What follows belongs to an exercise in optimizing a design on an open flow for small area, a short achievable clock period and few clock cycles per item; a production flow would make more cautious choices. Only simulation tests tie the RTL to the original design; equivalence was not proved. Power figures rest on the tool's default switching activity, not on a simulated workload.

Design baseband_test_wrapper, start of the top module:
module baseband_test_wrapper (
    input  logic        clk,
    input  logic        aresetn,
    input  logic [31:0] s_axil_awaddr,
    input  logic [2:0]  s_axil_awprot,
    input  logic        s_axil_awvalid,
    output logic        s_axil_awready,
    input  logic [31:0] s_axil_wdata,
    input  logic [3:0]  s_axil_wstrb,
    input  logic        s_axil_wvalid,
    output logic        s_axil_wready,
    output logic [1:0]  s_axil_bresp,
    output logic        s_axil_bvalid,
    input  logic        s_axil_bready,
    input  logic [31:0] s_axil_araddr,
    input  logic [2:0]  s_axil_arprot,
    input  logic        s_axil_arvalid,
    output logic        s_axil_arready,
    output logic [31:0] s_axil_rdata,
    output logic [1:0]  s_axil_rresp,
    output logic        s_axil_rvalid,
    input  logic        s_axil_rready,
    input  logic [31:0] s_axis_tdata,
    input  logic        s_axis_tvalid,
    output logic        s_axis_tready,
    output logic [31:0] m_axi_awaddr,
    output logic [7:0]  m_axi_awlen,
    output logic [2:0]  m_axi_awsize,
    output logic [1:0]  m_axi_awburst,
    output logic        m_axi_awvalid,
    input  logic        m_axi_awready,
    output logic [31:0] m_axi_wdata,
    output logic [3:0]  m_axi_wstrb,
    output logic        m_axi_wlast,
    output logic        m_axi_wvalid,
    input  logic        m_axi_wready,
    input  logic [1:0]  m_axi_bresp,
    input  logic        m_axi_bvalid,
    output logic        m_axi_bready
);
For scale: ~2,100 cells after synthesis, about 440 flip-flops, about 280 I/O pins.
Settings: LEC_CHECK=0, CAP_MARGIN=20, CORE_MARGIN=2, CORE_UTILIZATION=40, CTS_CLUSTER_DIAMETER=100, CTS_CLUSTER_SIZE=25, SLEW_MARGIN=20; clock period 13.0 ns.
standard.sh (not shown) runs the stock make flow with config.mk's settings and CLKGATE_MAP_FILE= SYNTH_SCRIPT=/design/flow/synth_recipe.tcl, a recipe that flattens the netlist after the stock synthesis.
==> flow/flow/run.sh <==
#!/bin/bash
# The standard layout (standard synthesis unchanged), with two changes to how
# the layout is made: ports get sky130 buf_1 buffers instead of the resizer's
# default pick, and setup repair works towards a tighter target margin. The
# clock period and constraints are the standard flow's own. make's full output (all yosys
# and openroad steps) goes to make.log; ORFS keeps per-step logs in orfs/logs.
set -euo pipefail
bash standard.sh "BUFFER_PORTS_ARGS=-buffer_cell sky130_fd_sc_hd__buf_1" \
    "SETUP_SLACK_MARGIN=9.2" finish > make.log 2>&1
Testbench counts at the start, summed over its fixed seeds: cycles 8,104, items 5,657.
Then changed:
--- a/flow/design.v
+++ b/flow/design.v
@@ -45,24 +45,22 @@
     logic        ws_en_q, ws_base_q, ws_len_q, ws_cyc_q, ws_start_q;
     logic        ws_al_q, ws_max_q;
     logic        bvalid_q;
     logic        arrdy_q;
     logic        rpend_q;
     logic [8:0]  rsel_q;          
     logic        rvalid_q;
     logic [31:0] rdata_q;
     logic        dma_en_q, al_en_q;
     logic [31:0] base_q, len_q, cyc_q, max_q;
     logic [31:0] cnt_q;
-    logic [2:0]  cnt_cq;          
-    logic [31:0] cnt_c;
     logic        run_q;           
     logic [65:0] left_q;          
     logic [5:0]  pend_q;          
     logic        fire_q;          
     logic        busy_q;          
     logic        kc_q;            
     logic        kbit_q;          
     logic        tready_q;
     logic [4:0]  infl_q;          
     logic        awvalid_q;
     logic [2:0]  awcnt_q;         
@@ -131,56 +129,42 @@
     assign ok_exact = (fire & ok_e1) | (~fire & ok_e0);
     assign aw_up   = fire & ~aw_pop;
     assign aw_dn   = aw_pop & ~fire;
     assign awcnt_n = ({3{aw_up}} & (awcnt_q + 3'd1)) |
                      ({3{aw_dn}} & (awcnt_q - 3'd1)) |
                      ({3{~aw_up & ~aw_dn}} & awcnt_q);
     assign awroom  = (aw_up & (awcnt_q < AWD[2:0] - 3'd1)) | aw_dn |
                      (~aw_up & (awcnt_q < AWD[2:0]));
     assign wroom   = (fire & ~w_pop & ~wvalid_q) | (~fire & w_pop) |
                      (~(fire & ~w_pop) & ~skv_q);
     assign room    = awroom & wroom & ~infl_q[4];
-    assign rd_ok = rpend_q & ((~pnz & ~|cnt_cq) | tready_q);
+    assign rd_ok = rpend_q & (~pnz | tready_q);
     assign rd_mux = ({32{rsel_q[0]}} & {31'd0, dma_en_q}) |
                     ({32{rsel_q[1]}} & base_q) |
                     ({32{rsel_q[2]}} & len_q) |
                     ({32{rsel_q[3]}} & cyc_q) |
                     ({32{rsel_q[4]}} & left_q[31:0]) |
                     ({32{rsel_q[5]}} & left_q[63:32]) |
                     ({32{rsel_q[6]}} & {31'd0, al_en_q}) |
                     ({32{rsel_q[7]}} & cnt_q) |
                     ({32{rsel_q[8]}} & max_q);
     assign cfg_d = s_axil_wdata & {32{~rst_q}};
     always_ff @(posedge clk) begin
         if (rst_q || (wseen_q && ws_base_q)) base_q <= cfg_d;
         if (rst_q || (wseen_q && ws_len_q))  len_q  <= cfg_d;
         if (rst_q || (wseen_q && ws_max_q))  max_q  <= cfg_d;
         if (rst_q || (wseen_q && ws_cyc_q))  cyc_q  <= cfg_d;
         else if (busy_q && !rst_q && !last_step) cyc_q <= {cyc_q[0], cyc_q[31:1]};
     end
-    always_comb begin
-        for (int sg = 0; sg < 4; sg++) begin
-            cnt_c[8*sg] = (sg == 0) ? fire_q : cnt_cq[sg-1];
-            for (int i = 1; i < 8; i++)
-                cnt_c[8*sg+i] = cnt_c[8*sg+i-1] & cnt_q[8*sg+i-1];
-        end
-    end
     always_ff @(posedge clk) begin
-        if (rst_q) begin
-            cnt_q  <= 32'd0;
-            cnt_cq <= 3'd0;
-        end else begin
-            cnt_q  <= cnt_q ^ cnt_c;
-            cnt_cq <= {cnt_c[23] & cnt_q[23], cnt_c[15] & cnt_q[15],
-                       cnt_c[7] & cnt_q[7]};
-        end
+        if (rst_q || fire_q) cnt_q <= (cnt_q + 32'd1) & {32{~rst_q}};
     end
     always_ff @(posedge clk) begin
         if (s_axil_arvalid && arrdy_q) begin
             rsel_q[0] <= (s_axil_araddr[8:0] == 9'h000);
             rsel_q[1] <= (s_axil_araddr[8:0] == 9'h010);
             rsel_q[2] <= (s_axil_araddr[8:0] == 9'h014);
             rsel_q[3] <= (s_axil_araddr[8:0] == 9'h018);
             rsel_q[4] <= (s_axil_araddr[8:0] == 9'h020);
             rsel_q[5] <= (s_axil_araddr[8:0] == 9'h024);
             rsel_q[6] <= (s_axil_araddr[8:0] == 9'h100);
             rsel_q[7] <= (s_axil_araddr[8:0] == 9'h104);
@@ -271,23 +255,25 @@
                 left_q <= {msum, left_q[32:1]};
                 pend_q <= pendf;
                 kc_q   <= cbit & kc_q;
                 kbit_q <= cbit1 ^ (cbit & kc_q);
                 if (last_step) busy_q <= 1'b0;
             end else if (pnz) begin
                 left_q <= left_q - 66'd1;
                 if (!fire_q) pend_q <= pend_q - 6'd1;
             end
             tready_q <= start ? (al_en_q & ~ovf)
                               : (run_q & dma_en_q & al_en_q & room &
-                                 (busy_q ? ok_bound : ok_exact));
+                                 (busy_q ? ok_bound : ok_exact) &
+                                 ~(wseen_q & (ws_en_q | ws_al_q) &
+                                   ~s_axil_wdata[0]));
             infl_q <= infl_q + {4'd0, fire_q} - {4'd0, m_axi_bvalid};
             awcnt_q   <= awcnt_n;
             awvalid_q <= aw_up | (aw_dn & (awcnt_q != 3'd1)) |
                          (~aw_dn & (awcnt_q != 3'd0));
             if (!wvalid_q || w_pop) begin
                 if (skv_q) begin
                     skv_q <= fire;
                 end else begin
                     wvalid_q <= fire;
                 end
             end else if (fire) begin
Result:
- worst hold slack got worse by 0.011 ns
- worst setup slack improved by 0.025 ns
- wire length is higher by 1.7%
- area after synthesis is higher by 1.8%
- total power is higher by 1.3%
- utilization is lower by 0.35 points
Testbench counts after the change, summed over its fixed seeds: cycles 8,119, items 5,657.

-- separate check: timing with driven ports --
In the flow no input, the clock included, has a driving cell. The finished layouts below were timed again as built, in two steps. Step 1 sets driving cells, clkbuf_16 on the clock port and buf_2 on the other inputs (assumed; they add their load-dependent delay and slew). Step 2 times the ports against the registers' clock, not the clock port: input delays grow and output delays shrink by t, the midpoint of the rising clock arrivals with the driver on. Slacks: ideal / step 1 / step 2; pairs: ideal / step 1.
run | shift t [ns] | setup slack, ns | cell pins on the clock port's net
the first run | 0.641 | 9.180 / 9.121 / 8.758 | 1
the second run | 0.619 | 9.206 / 9.151 / 8.789 | 1
After both steps setup and hold are still met in every run listed. The setup slack of the first run, which loses most, moves by -0.059 ns with the drivers and by -0.422 ns with both steps.
